This is an optimization exercise on Yosys and OpenROAD, whose aim is small area, a short achievable clock period and few clock cycles per item, not a production implementation.
Function was checked by simulation only, so behaviour that the tests miss may differ from the original.
Power and IR drop assume default switching activity.

## nmpt_top
module nmpt_top (
   input  logic        clock,
   input  logic        reset,
   input  logic        req_valid,
   output logic        req_stall,
   input  logic [2:0]  req_op,
   input  logic [2:0]  req_code,
   input  logic        req_frame_ok,
   input  logic [10:0] req_page,
   output logic        rsp_valid,
   input  logic        rsp_stall,
   output logic        rsp_handled,
   output logic        rsp_page_missing,
   output logic        rsp_any_missing,
   output logic [31:0] rsp_missing_reports,
   output logic        rsp_peer_ready,
   output logic        rsp_resend,
   output logic        rsp_timed_out,
   input  logic        csr_wr_en,
   input  logic [1:0]  csr_index,
   input  logic [15:0] csr_wr_data
);
Size: ~5,500 cells after synthesis, roughly 1,300 flip-flops, about 81 I/O pins, about 49,000 um2 of cells after synthesis.
==> flow/config.mk <==
export PLATFORM = sky130hd
export DESIGN_NAME = nmpt_top
export DESIGN_NICKNAME = nmpt_top
export VERILOG_FILES = /design/flow/design.v
export SDC_FILE = /design/flow/constraint.sdc
export NUM_CORES = 4
export LEC_CHECK = 0
export CAP_MARGIN = 20
export CORE_MARGIN = 2
export CORE_UTILIZATION = 55
export CTS_CLUSTER_DIAMETER = 100
export CTS_CLUSTER_SIZE = 26
export SLEW_MARGIN = 20
==> flow/constraint.sdc <==
create_clock -name core_clock -period 8.0 [get_ports {clock}]
set_input_delay 1.6000 -clock core_clock [delete_from_list [all_inputs] [get_ports {clock}]]
set_output_delay 1.6000 -clock core_clock [all_outputs]
set_load 0.01 [all_outputs]
standard.sh (not shown) runs the stock make flow with config.mk's settings and CLKGATE_MAP_FILE= SYNTH_SCRIPT=/design/flow/synth_recipe.tcl, a recipe that flattens the netlist after the stock synthesis.
==> flow/flow/run.sh <==
#!/bin/bash
export SETUP_SLACK_MARGIN=5.5
bash standard.sh > standard.log 2>&1
status=$?
cp -r orfs/logs/sky130hd/nmpt_top/base orfs_logs 2>/dev/null
exit $status
Testbench counts at the start, summed over its fixed seeds: cycles 16,352, items 16,320.
Change:
==> flow/flow/run.sh (replaced) <==
#!/bin/bash
export SETUP_SLACK_MARGIN=5.7
bash standard.sh > standard.log 2>&1
status=$?
cp -r orfs/logs/sky130hd/nmpt_top/base orfs_logs 2>/dev/null
exit $status
CTS_CLUSTER_DIAMETER = 120   (was 100)
CTS_CLUSTER_SIZE = 24   (was 26)
=> The changed run went through all stages and came out clean; worst setup slack improved by 0.047 ns; via count went up by 1.4%; wire length went up by about 2%; final cell count climbs by 1.1%; global-route usage goes up by 0.36 points; final area increases by 3.7%; flip-flop and latch count is unchanged.

Starting RTL as in the previous note.
## nmpt_top
module nmpt_top (
   input  logic        clock,
   input  logic        reset,
   input  logic        req_valid,
   output logic        req_stall,
   input  logic [2:0]  req_op,
   input  logic [2:0]  req_code,
   input  logic        req_frame_ok,
   input  logic [10:0] req_page,
   output logic        rsp_valid,
   input  logic        rsp_stall,
   output logic        rsp_handled,
   output logic        rsp_page_missing,
   output logic        rsp_any_missing,
   output logic [31:0] rsp_missing_reports,
   output logic        rsp_peer_ready,
   output logic        rsp_resend,
   output logic        rsp_timed_out,
   input  logic        csr_wr_en,
   input  logic [1:0]  csr_index,
   input  logic [15:0] csr_wr_data
);
clock: 8.0 ns
lec_check: 0
cap_margin: 20
core_margin: 2
core_utilization: 55
cts_cluster_diameter: 70
cts_cluster_size: 28
slew_margin: 20
==> flow/flow/run.sh <==
#!/bin/bash
export SETUP_SLACK_MARGIN=5.5
bash standard.sh > standard.log 2>&1
status=$?
cp -r orfs/logs/sky130hd/nmpt_top/base orfs_logs 2>/dev/null
exit $status
Testbench counts at the start, summed over its fixed seeds: cycles 16,352, items 16,320.
Then changed:
- CTS_CLUSTER_DIAMETER: 70 -> 100
Effect: The new run produced a clean layout; synthesized area is unchanged; clock skew climbs by 0.0049 ns; synthesized cell count is unchanged; power drops by about 6%; via count drops by 0.47%; routed wire length hardly moves.
Then changed:
--- a/flow/flow/run.sh
+++ b/flow/flow/run.sh
@@ -2 +2 @@
-export SETUP_SLACK_MARGIN=5.5
+export SETUP_SLACK_MARGIN=5.6
- CTS_CLUSTER_DIAMETER: 100 -> 120
- CTS_CLUSTER_SIZE: 28 -> 24
Global-route usage barely changes. Register-to-register slack improved by 0.10 ns. Worst hold slack is better by 0.0043 ns. Synthesized cell count is unchanged. Total power grows by 2.3%. Die area does not change. Via count came out higher by 1.0%. Cell area climbs by 2.6%.
Then changed:
--- a/flow/flow/run.sh
+++ b/flow/flow/run.sh
@@ -2 +2 @@
-export SETUP_SLACK_MARGIN=5.6
+export SETUP_SLACK_MARGIN=5.5
The changed run ran to the end with no violations.
Utilization shrinks by 1.3 points.
Clock power stays flat.
Routed wire length shrinks by 1.0%.
Worst setup slack degrades by 0.011 ns.
Sequential cell count is unchanged.
Combinational power decreases by 14%.
Synthesized cell count does not change.

## alpha
nmpt_top, a different RTL version from the one above (not shown whole).
For scale: about 1300 flip-flops.
clock: 8.0 ns
lec_check: 0
cap_margin: 20
core_margin: 2
core_utilization: 55
cts_cluster_diameter: 120
cts_cluster_size: 24
slew_margin: 20
==> flow/flow/run.sh <==
#!/bin/bash
export SETUP_SLACK_MARGIN=5.3
bash standard.sh > standard.log 2>&1
status=$?
cp -r orfs/logs/sky130hd/nmpt_top/base orfs_logs 2>/dev/null
exit $status
alpha went all the way through the flow, and no timing, DRC or antenna check failed.
Testbench counts of alpha, summed over its fixed seeds: cycles 16,352, items 16,320.
Inputs modified between alpha and beta:
==> flow/run.sh (new file) <==
#!/bin/bash
# synth_recipe.tcl (not shown) runs the flow's synth.tcl, then flattens the netlist and writes it again
# the make line also repeats each setting of config.mk as NAME=value (left out here)
make -C /OpenROAD-flow-scripts/flow DESIGN_CONFIG=/design/flow/config.mk WORK_HOME=/design/flow/orfs CLKGATE_MAP_FILE= SYNTH_SCRIPT=/design/flow/synth_recipe.tcl finish
--- a/flow/config.mk
+++ b/flow/config.mk
@@ -8,6 +8,7 @@
 export CAP_MARGIN = 20
 export CORE_MARGIN = 2
-export CORE_UTILIZATION = 55
+export CORE_UTILIZATION = 60
 export CTS_CLUSTER_DIAMETER = 120
-export CTS_CLUSTER_SIZE = 24
+export CTS_CLUSTER_SIZE = 26
+export SETUP_SLACK_MARGIN = 5.0
 export SLEW_MARGIN = 20
removed: flow/flow/run.sh
removed: flow/standard.sh
Notes after the runs:
beta finished all stages; the layout is clean.
Delta(final total power, beta - alpha) < 0
Re mapped cell area: no difference whatsoever between alpha and beta.
From alpha to beta the numbers moved as follows: leakage power went down by about 2.2%, sequential share of layout area went up by 1.1 points, setup slack went down by 210 ps.
### beta -> gamma
--- a/flow/config.mk
+++ b/flow/config.mk
@@ -8,7 +8,7 @@
 export CAP_MARGIN = 20
 export CORE_MARGIN = 2
-export CORE_UTILIZATION = 60
+export CORE_UTILIZATION = 55
 export CTS_CLUSTER_DIAMETER = 120
-export CTS_CLUSTER_SIZE = 26
+export CTS_CLUSTER_SIZE = 24
 export SETUP_SLACK_MARGIN = 5.0
 export SLEW_MARGIN = 20
--- outcome ---
The utilization reported for gamma is smaller than that of beta by 5.2 points.
Compared with beta, gamma shows filler cell count that has gone up by more than 10%.
Total net switching power grows by a few percent when moving from beta to gamma.
Met1 routing resource usage after global routing: gamma lower than beta
Number of vias per cell after detailed routing, gamma vs beta: down slightly
beta ended up with u_tracker.c_bits[4] as its end of the critical path; gamma ended up with u_tracker.b_row_shi[1].
beta was smaller in final cell area than gamma.
For beta, the timing startpoint of the critical path was u_tracker.b_col_rd[9], unlike gamma, where it was req_page[10].
On shortest period the worst path allows: between gamma and beta, it ends up higher for beta.

nmpt_top, a different RTL version from the one above (not shown whole).
For scale: about 1200 flip-flops, roughly 49000 sq um of cells after synthesis.
clock: 8.0 ns
lec_check: 0
cap_margin: 20
core_margin: 2
core_utilization: 55
cts_cluster_diameter: 120
cts_cluster_size: 24
setup_slack_margin: 5.0
slew_margin: 20
run.sh (not shown) runs the stock make flow with config.mk's settings and CLKGATE_MAP_FILE= SYNTH_SCRIPT=/design/flow/synth_recipe.tcl, a recipe that flattens the netlist after the stock synthesis.
Stock flow here: none of the scripts above is used.
The starting point completed with no timing, DRC or antenna violations.
Testbench counts at the start, summed over its fixed seeds: cycles 16,352, items 16,320.
==> next run, changes <==
- CTS_CLUSTER_DIAMETER: 120 -> default
- CTS_CLUSTER_SIZE: 24 -> default
Outcome:
- The new run finished with timing, DRC and antenna clean
- count of clock-buffer cells in the layout rises by 132
- sequential share of layout area falls by 2.4 points
- power rises by about 26%
- non-clock buffer count does not change
- wire length rises by about 1.5%
- via count rises by about 2.2%
- utilization rises by 3.1 points
- worst hold slack got worse by 0.029 ns
- die area is unchanged

==> what the ideal ports hide <==
In the flow no input, the clock included, has a driving cell. The finished layouts below were timed again as built, in two steps. Step 1 (the two cells are an assumption about what drives the block):
set clk [get_ports {clock}]
set_driving_cell -lib_cell sky130_fd_sc_hd__clkbuf_16 $clk
set_driving_cell -lib_cell sky130_fd_sc_hd__buf_2 [delete_from_list [all_inputs] $clk]
Step 2 moves the port delays by t, midway between the first and last clock arrival at a register: inputs arrive t later, outputs are due t later. That takes back most of the time a late clock gives input paths. Slacks: ideal ports / drivers / drivers and shift; pairs: ideal ports / drivers.
run	t (ns)	slack for setup (ns)	hold WS [ns]	worst register clock-pin slew, ns
the first run of note 1	0.745	5.191 / 5.154 / 4.764	0.341 / 0.341 / 0.341	0.11 / 0.11
the second run of note 1	0.754	5.238 / 5.162 / 4.655	0.372 / 0.372 / 0.372	0.11 / 0.11
the first run of note 2	0.780	5.209 / 5.137 / 4.778	0.342 / 0.342 / 0.342	0.11 / 0.11
the second run of note 2	0.742	5.245 / 5.173 / 4.766	0.346 / 0.346 / 0.346	0.12 / 0.12
the third run of note 2	0.763	5.230 / 5.153 / 4.733	0.350 / 0.350 / 0.350	0.10 / 0.10
the fourth run of note 2	0.764	5.218 / 5.144 / 4.664	0.341 / 0.341 / 0.341	0.10 / 0.10
alpha	0.744	5.155 / 5.112 / 4.570	0.392 / 0.392 / 0.392	0.10 / 0.10
beta	0.739	4.950 / 4.950 / 4.395	0.386 / 0.386 / 0.386	0.11 / 0.11
gamma	0.758	5.020 / 4.964 / 4.312	0.344 / 0.344 / 0.344	0.11 / 0.11
the first run of note 4	0.764	4.840 / 4.840 / 4.376	0.356 / 0.356 / 0.356	0.11 / 0.11
the second run of note 4	0.810	4.937 / 4.937 / 4.294	0.327 / 0.327 / 0.327	0.07 / 0.07
After both steps every run listed still meets setup and hold. For gamma, which loses most, drivers alone change the setup slack by -0.056 ns; drivers and shift together by -0.708 ns.
